This is an optimization exercise on Yosys and OpenROAD, whose aim is small area and a short achievable clock period, not a production implementation.
Where RTL was checked, it was by simulation tests only, not by an equivalence proof against the original.

==> inputs of violet <==
// ex_stage
module ex_stage (
	input  logic        clk,
	input  logic        arst_n_i,
	input  logic [306:0] ex_in_flat_i,  
	input  logic [31:0] mem_rdata_i,
	input  logic        irq_i,
	input  logic [31:0] irq_addr_i,
	output logic [97:0] mem_flat_o,    
	output logic [82:0] wb_flat_o,     
	output logic [32:0] jump_flat_o    
);
Settings: LEC_CHECK=0, CAP_MARGIN=20, CORE_MARGIN=2, CORE_UTILIZATION=40, SETUP_SLACK_MARGIN=1.5, SLEW_MARGIN=20; clock period 5.0 ns.
standard.sh (not shown) runs the stock make flow with config.mk's settings and CLKGATE_MAP_FILE= SYNTH_SCRIPT=/design/flow/synth_recipe.tcl, a recipe that flattens the netlist after the stock synthesis.
==> flow/flow/run.sh <==
#!/bin/bash
set -e
rm -rf scripts_mod
cp -r "$FLOW_HOME/scripts" scripts_mod
printf 'strash\ndch\nmap -a\ntopo\nstime -c\nbuffer -c\nupsize -c\ndnsize -c\n' > scripts_mod/abc_area.script
export BUFFER_PORTS_ARGS="-buffer_cell sky130_fd_sc_hd__buf_1"
bash standard.sh SCRIPTS_DIR="$PWD/scripts_mod" ABC_AREA=1 ABC_CLOCK_PERIOD_IN_PS=3000 ADDER_MAP_FILE= finish > standard.log 2>&1
==> maple: changes against violet <==
--- a/flow/design.v
+++ b/flow/design.v
@@ -224,13 +224,13 @@
 	logic ld_ok, st_ok, csr_ok;
 	assign ld_ok  = !(f3 == 3'd3 || f3 == 3'd6 || f3 == 3'd7);
 	assign st_ok  = !f3[2] && !(f3[1] && f3[0]);
 	assign csr_ok = f3[1:0] != 2'd0;
 	localparam int ARCH_ALU = 1;
 	localparam int ARCH_AT  = 1;
-	localparam bit JGATE    = 1'b1;
+	localparam bit JGATE    = 1'b0;
 	logic [31:0] sum, diff, add_p, sub_p;
 	logic        add_co, sub_co;
 	logic        ltu, lt, eq;
 	ex_add #(.ARCH(ARCH_ALU)) u_add (
 		.a_i  (op1),
 		.b_i  (op2),
@@ -259,12 +259,25 @@
 		for (int i = 0; i < 32; i++) sh_in[i] = inst[14] ? rs1[i] : rs1[31-i];
 	end
 	assign sh_out = 32'($signed({fill, sh_in}) >>> sh);
 	always_comb begin
 		for (int i = 0; i < 32; i++) sh_rev[i] = sh_out[31-i];
 	end
+	logic [31:0] alu;
+	always_comb begin
+		case (f3)
+			3'd0:    alu = (inst[5] && inst[30]) ? diff : sum;  
+			3'd1:    alu = sh_rev;
+			3'd2:    alu = {31'd0, lt};
+			3'd3:    alu = {31'd0, ltu};
+			3'd4:    alu = op1 ^ op2;
+			3'd5:    alu = sh_out;
+			3'd6:    alu = op1 | op2;
+			default: alu = op1 & op2;
+		endcase
+	end
 	logic [11:0] imm;
 	logic [31:0] at_a, at_b, at_sum, at_p, addr, target;
 	logic        at_co;
 	assign imm  = {inst[31:25], inst[5] ? inst[11:7] : inst[24:20]};
 	assign at_a = inst[6] ? opj1 : rs1;
 	assign at_b = inst[6] ? opj2 : {{20{imm[11]}}, imm};
@@ -320,39 +333,21 @@
 			2'd1:    csr_w = csr_src;
 			2'd2:    csr_w = csrd | csr_src;
 			2'd3:    csr_w = csrd & ~csr_src;
 			default: csr_w = '0;
 		endcase
 	end
-	logic        sel_add, sel_sub, sel_sll, sel_sr, sel_slt, sel_sltu;
-	logic        sel_xor, sel_or, sel_and, sel_lui, sel_load, sel_csr;
-	assign sel_add  = is_link || (is_op_any && f3 == 3'd0 && !(inst[5] && inst[30]));
-	assign sel_sub  = is_op_any && f3 == 3'd0 && inst[5] && inst[30];
-	assign sel_sll  = is_op_any && f3 == 3'd1;
-	assign sel_slt  = is_op_any && f3 == 3'd2;
-	assign sel_sltu = is_op_any && f3 == 3'd3;
-	assign sel_xor  = is_op_any && f3 == 3'd4;
-	assign sel_sr   = is_op_any && f3 == 3'd5;
-	assign sel_or   = is_op_any && f3 == 3'd6;
-	assign sel_and  = is_op_any && f3 == 3'd7;
-	assign sel_lui  = is_lui;
-	assign sel_load = is_load;
-	assign sel_csr  = is_system && csr_ok;
-	logic [31:0] reg_early, reg_data;
-	assign reg_early = ({32{sel_xor}}  & (op1 ^ op2)) |
-	                   ({32{sel_or}}   & (op1 | op2)) |
-	                   ({32{sel_and}}  & (op1 & op2)) |
-	                   ({32{sel_lui}}  & op1) |
-	                   ({32{sel_load}} & ld_data) |
-	                   ({32{sel_csr}}  & csrd);
-	assign reg_data  = reg_early |
-	                   ({32{sel_add}} & sum) |
-	                   ({32{sel_sub}} & diff) |
-	                   ({32{sel_sll}} & sh_rev) |
-	                   ({32{sel_sr}}  & sh_out) |
-	                   {31'd0, (sel_slt && lt) || (sel_sltu && ltu)};
+	logic [31:0] reg_data;
+	always_comb begin
+		reg_data = '0;
+		if (is_op_any)             reg_data = alu;
+		if (is_link)               reg_data = sum;
+		if (is_lui)                reg_data = op1;
+		if (is_load)               reg_data = ld_data;
+		if (is_system && csr_ok)   reg_data = csrd;
+	end
 	logic taken;
 	always_comb begin
 		case (f3)
 			3'd0:    taken = eq;
 			3'd1:    taken = !eq;
 			3'd4:    taken = lt;
==> flow/flow/run.sh (replaced) <==
#!/bin/bash
export BUFFER_PORTS_ARGS="-buffer_cell sky130_fd_sc_hd__buf_1"
bash standard.sh > standard.log 2>&1
SETUP_SLACK_MARGIN = 1.0   (was 1.5)
==> juniper: changes against violet <==
--- a/flow/design.v
+++ b/flow/design.v
@@ -278,43 +278,68 @@
 	);
 	assign addr   = at_sum;
 	assign target = at_sum;
 	logic [1:0] ld_lo, st_lo;
 	assign ld_lo = rs1[1:0] + inst[21:20];
 	assign st_lo = rs1[1:0] + inst[8:7];
-	logic [7:0]  ld_byte;
-	logic [15:0] ld_half;
+	logic [3:0]  ld_b;
+	logic        ld_byte_op, ld_half_op, ld_word_op;
+	logic [3:0]  ld_s;
+	logic        ld_t1, ld_t3, ld_bsign, ld_hsign, ld_fill8, ld_fill16;
 	logic [31:0] ld_data;
 	always_comb begin
-		case (ld_lo)
-			2'd0:    ld_byte = mem_rdata_i[7:0];
-			2'd1:    ld_byte = mem_rdata_i[15:8];
-			2'd2:    ld_byte = mem_rdata_i[23:16];
-			default: ld_byte = mem_rdata_i[31:24];
-		endcase
+		for (int k = 0; k < 4; k++) ld_b[k] = ld_lo == 2'(k);
 	end
-	assign ld_half = ld_lo[1] ? mem_rdata_i[31:16] : mem_rdata_i[15:0];
+	assign ld_byte_op = f3[1:0] == 2'b00;
+	assign ld_half_op = f3[1:0] == 2'b01;
+	assign ld_word_op = f3 == 3'b010;
+	assign ld_s[0]   = ld_word_op || (ld_byte_op && ld_b[0]) || (ld_half_op && !ld_lo[1]);
+	assign ld_s[1]   = ld_byte_op && ld_b[1];
+	assign ld_s[2]   = (ld_byte_op && ld_b[2]) || (ld_half_op && ld_lo[1]);
+	assign ld_s[3]   = ld_byte_op && ld_b[3];
+	assign ld_t1     = ld_word_op || (ld_half_op && !ld_lo[1]);
+	assign ld_t3     = ld_half_op && ld_lo[1];
+	assign ld_bsign  = (ld_b[0] && mem_rdata_i[7]) || (ld_b[1] && mem_rdata_i[15]) ||
+	                   (ld_b[2] && mem_rdata_i[23]) || (ld_b[3] && mem_rdata_i[31]);
+	assign ld_hsign  = ld_lo[1] ? mem_rdata_i[31] : mem_rdata_i[15];
+	assign ld_fill8  = !f3[2] && ld_byte_op && ld_bsign;
+	assign ld_fill16 = !f3[2] && ((ld_byte_op && ld_bsign) || (ld_half_op && ld_hsign));
+	assign ld_data[7:0]   = ({8{ld_s[0]}} & mem_rdata_i[7:0]) | ({8{ld_s[1]}} & mem_rdata_i[15:8]) |
+	                        ({8{ld_s[2]}} & mem_rdata_i[23:16]) | ({8{ld_s[3]}} & mem_rdata_i[31:24]);
+	assign ld_data[15:8]  = ({8{ld_t1}} & mem_rdata_i[15:8]) | ({8{ld_t3}} & mem_rdata_i[31:24]) |
+	                        {8{ld_fill8}};
+	assign ld_data[31:16] = ({16{ld_word_op}} & mem_rdata_i[31:16]) | {16{ld_fill16}};
+	logic       st_sb, st_sh, st_sw;
+	logic [3:0] st_b;
+	logic [3:0] st_own, st_b0, st_mem;
+	logic       st_h3;
+	logic [31:0] st_data;
 	always_comb begin
-		case (f3)
-			3'd0:    ld_data = {{24{ld_byte[7]}}, ld_byte};
-			3'd1:    ld_data = {{16{ld_half[15]}}, ld_half};
-			3'd2:    ld_data = mem_rdata_i;
-			3'd4:    ld_data = {24'd0, ld_byte};
-			3'd5:    ld_data = {16'd0, ld_half};
-			default: ld_data = '0;
-		endcase
+		for (int k = 0; k < 4; k++) st_b[k] = st_lo == 2'(k);
+	end
+	assign st_sb = is_store && f3 == 3'd0;
+	assign st_sh = is_store && f3 == 3'd1;
+	assign st_sw = is_store && f3 == 3'd2;
+	assign st_own[0] = st_sw || (st_sb && st_b[0]) || (st_sh && !st_lo[1]);
+	assign st_own[1] = st_sw || (st_sh && !st_lo[1]);
+	assign st_own[2] = st_sw;
+	assign st_own[3] = st_sw;
+	assign st_b0[0]  = 1'b0;
+	assign st_b0[1]  = st_sb && st_b[1];
+	assign st_b0[2]  = (st_sb && st_b[2]) || (st_sh && st_lo[1]);
+	assign st_b0[3]  = st_sb && st_b[3];
+	assign st_h3     = st_sh && st_lo[1];
+	always_comb begin
+		for (int k = 0; k < 4; k++) st_mem[k] = (st_sb && !st_b[k]) || (st_sh && (st_lo[1] != k[1]));
 	end
-	logic [31:0] st_data;
 	always_comb begin
 		for (int k = 0; k < 4; k++) begin
-			case (f3[1:0])
-				2'd0:    st_data[8*k +: 8] = (st_lo == 2'(k)) ? rs2[7:0] : mem_rdata_i[8*k +: 8];
-				2'd1:    st_data[8*k +: 8] = (st_lo[1] == k[1]) ? rs2[8*(k%2) +: 8] : mem_rdata_i[8*k +: 8];
-				default: st_data[8*k +: 8] = rs2[8*k +: 8];
-			endcase
+			st_data[8*k +: 8] = ({8{st_own[k]}} & rs2[8*k +: 8]) | ({8{st_b0[k]}} & rs2[7:0]) |
+			                    ({8{st_mem[k]}} & mem_rdata_i[8*k +: 8]);
 		end
+		st_data[31:24] = st_data[31:24] | ({8{st_h3}} & rs2[15:8]);
 	end
 	logic [31:0] csr_src, csr_w;
 	assign csr_src = f3[2] ? {27'd0, inst[19:15]} : rs1;
 	always_comb begin
 		case (f3[1:0])
 			2'd1:    csr_w = csr_src;
@@ -366,49 +391,52 @@
 	logic [31:0] jaddr;
 	assign jflag = irq_i || is_jump || (is_branch && taken);
 	assign jaddr = irq_i ? irq_addr_i : ((JGATE || jflag) ? target : '0);
 	logic req0, wen0;
 	assign req0 = (is_load && ld_ok) || (is_store && st_ok);
 	assign wen0 = is_store && st_ok;
-	logic        q_req, q_wen, q_wen0;
-	logic [31:0] q_addr, q_wdata;
+	logic        q_req, q_wen, q_req0, q_wen0, q_sys, q_st, q_nst;
+	logic [31:0] q_a, q_b;
 	logic        q_rwe, q_cwe;
 	logic [4:0]  q_rwa;
 	logic [11:0] q_cwa;
-	logic [31:0] q_rdata, q_cdata;
 	logic        q_jflag;
 	logic [31:0] q_jaddr;
 	always_ff @(posedge clk or negedge arst_n_i) begin
 		if (!arst_n_i) begin
 			q_req   <= 1'b0;
 			q_wen   <= 1'b0;
 			q_wen0  <= 1'b0;
-			q_addr  <= '0;
-			q_wdata <= '0;
+			q_sys   <= 1'b0;
+			q_st    <= 1'b0;
+			q_req0  <= 1'b0;
+			q_nst   <= 1'b0;
+			q_a     <= '0;
+			q_b     <= '0;
 			q_rwe   <= 1'b0;
 			q_rwa   <= '0;
-			q_rdata <= '0;
 			q_cwe   <= 1'b0;
 			q_cwa   <= '0;
-			q_cdata <= '0;
 			q_jflag <= 1'b0;
 			q_jaddr <= '0;
 		end else begin
 			q_req   <= req0 && !irq_i;
 			q_wen   <= wen0 && !irq_i;
 			q_wen0  <= wen0;
-			q_addr  <= req0 ? addr : '0;
-			q_wdata <= wen0 ? st_data : '0;
+			q_sys   <= is_system;
+			q_st    <= is_store;
+			q_req0  <= req0;
+			q_nst   <= !is_store;
+			q_a     <= ({32{req0}} & addr) | ({32{is_system}} & csr_w);
+			q_b     <= st_data | reg_data;
 			q_rwe   <= rwe && !irq_i;
 			q_rwa   <= rwa;
-			q_rdata <= reg_data;
 			q_cwe   <= cwe && !irq_i;
 			q_cwa   <= cwa;
-			q_cdata <= is_system ? csr_w : '0;
 			q_jflag <= jflag;
 			q_jaddr <= jaddr;
 		end
 	end
-	assign mem_flat_o  = {q_req, q_wen, q_addr, q_addr & {32{q_wen0}}, q_wdata};
-	assign wb_flat_o   = {q_rwe, q_rwa, q_rdata, q_cwe, q_cwa, q_cdata};
+	assign mem_flat_o  = {q_req, q_wen, q_a & {32{q_req0}}, q_a & {32{q_wen0}}, q_b & {32{q_st}}};
+	assign wb_flat_o   = {q_rwe, q_rwa, q_b & {32{q_nst}}, q_cwe, q_cwa, q_a & {32{q_sys}}};
 	assign jump_flat_o = {q_jflag, JGATE ? (q_jaddr & {32{q_jflag}}) : q_jaddr};
 endmodule
==> flow/flow/run.sh (replaced) <==
#!/bin/bash
set -e
rm -rf scripts_mod
cp -r "$FLOW_HOME/scripts" scripts_mod
printf 'strash\ndch\nmap -a\ntopo\nstime -c\nbuffer -c\nupsize -c\ndnsize -c\n' > scripts_mod/abc_area.script
export BUFFER_PORTS_ARGS="-buffer_cell sky130_fd_sc_hd__buf_1"
# Timing-driven global placement keeps none of its trial buffering; the
# timing repair after placement adds what is needed.
export GPL_KEEP_OVERFLOW=0
bash standard.sh SCRIPTS_DIR="$PWD/scripts_mod" ABC_AREA=1 ABC_CLOCK_PERIOD_IN_PS=3000 ADDER_MAP_FILE= finish > standard.log 2>&1
==> impl_metrics.toml <==
[logic_synthesis]
yosys.cell_count.top_type = "nor2_1"
synth_simple_gate_area_frac = 0.315
synthMuxAreaShare = 0.00397
synth.top_cells.by_count = "591 x nor2_1, 473 x inv_1, 408 x nand2_1"

[setup_path]
worst_ep_required_time_ns = 5.29

[outcome]
outcome = "timing/DRC/antenna clean"

[clock_tree]
clk_pin_slew_worst_paths_ns = 0.06

[drt]
drt_wl_total_um = 92400
the above is filed under juniper

==> impl_metrics.toml <==
[drt]
drt_wl_total_um = 93900

[logic_synthesis]
synthMuxAreaShare = 0.115
synth.top_cells.by_count = "289 x nand2_1, 227 x nor2_1, 184 x a21oi_1"
synth_simple_gate_area_frac = 0.164
yosys.cell_count.top_type = "nand2_1"

[outcome]
outcome = "timing/DRC/antenna clean"

[clock_tree]
clk_pin_slew_worst_paths_ns = 0.11

[setup_path]
worst_ep_required_time_ns = 5.41
the above is filed under maple

==> impl_metrics.toml <==
[outcome]
outcome = "timing/DRC/antenna clean"

[logic_synthesis]
synth_simple_gate_area_frac = 0.246
yosys.cell_count.top_type = "nor2_1"
synth.top_cells.by_count = "465 x nor2_1, 397 x nand2_1, 360 x inv_1"

[setup_path]
worst_ep_required_time_ns = 5.37
the above is filed under violet

No functional check of the RTL was part of violet and maple.

-- re-timing with driven ports --
The results above use ideal ports. As a check the final layouts listed here were re-extracted and re-timed, cells and wires unchanged. Step 1 (the two cells are an assumption about what drives the block):
set clk [get_ports {clk}]
set_driving_cell -lib_cell sky130_fd_sc_hd__clkbuf_16 $clk
set_driving_cell -lib_cell sky130_fd_sc_hd__buf_2 [delete_from_list [all_inputs] $clk]
Step 2 times the ports against the registers' clock, not the clock port: input delays grow and output delays shrink by t, the midpoint of the rising clock arrivals with the driver on. Slacks: no drivers / after step 1 / after step 2; pairs: no drivers / after step 1.
| run | t, ns | setup slack, ns | worst setup path at the end | clock arrival spread, ns | worst register clock-pin slew, ns |
|---|---|---|---|---|---|
| violet | 0.544 | 1.455 / 1.463 / 0.919 | input to register | 0.024 / 0.024 | 0.10 / 0.10 |
| maple | 0.570 | 0.986 / 1.006 / 0.436 | input to register | 0.032 / 0.032 | 0.11 / 0.11 |
| juniper | 0.506 | 1.435 / 1.352 / 0.846 | input to register | 0.017 / 0.017 | 0.08 / 0.08 |
After both steps setup and hold are still met in every run listed. For juniper, which loses most, drivers alone change the setup slack by -0.083 ns; drivers and shift together by -0.589 ns.
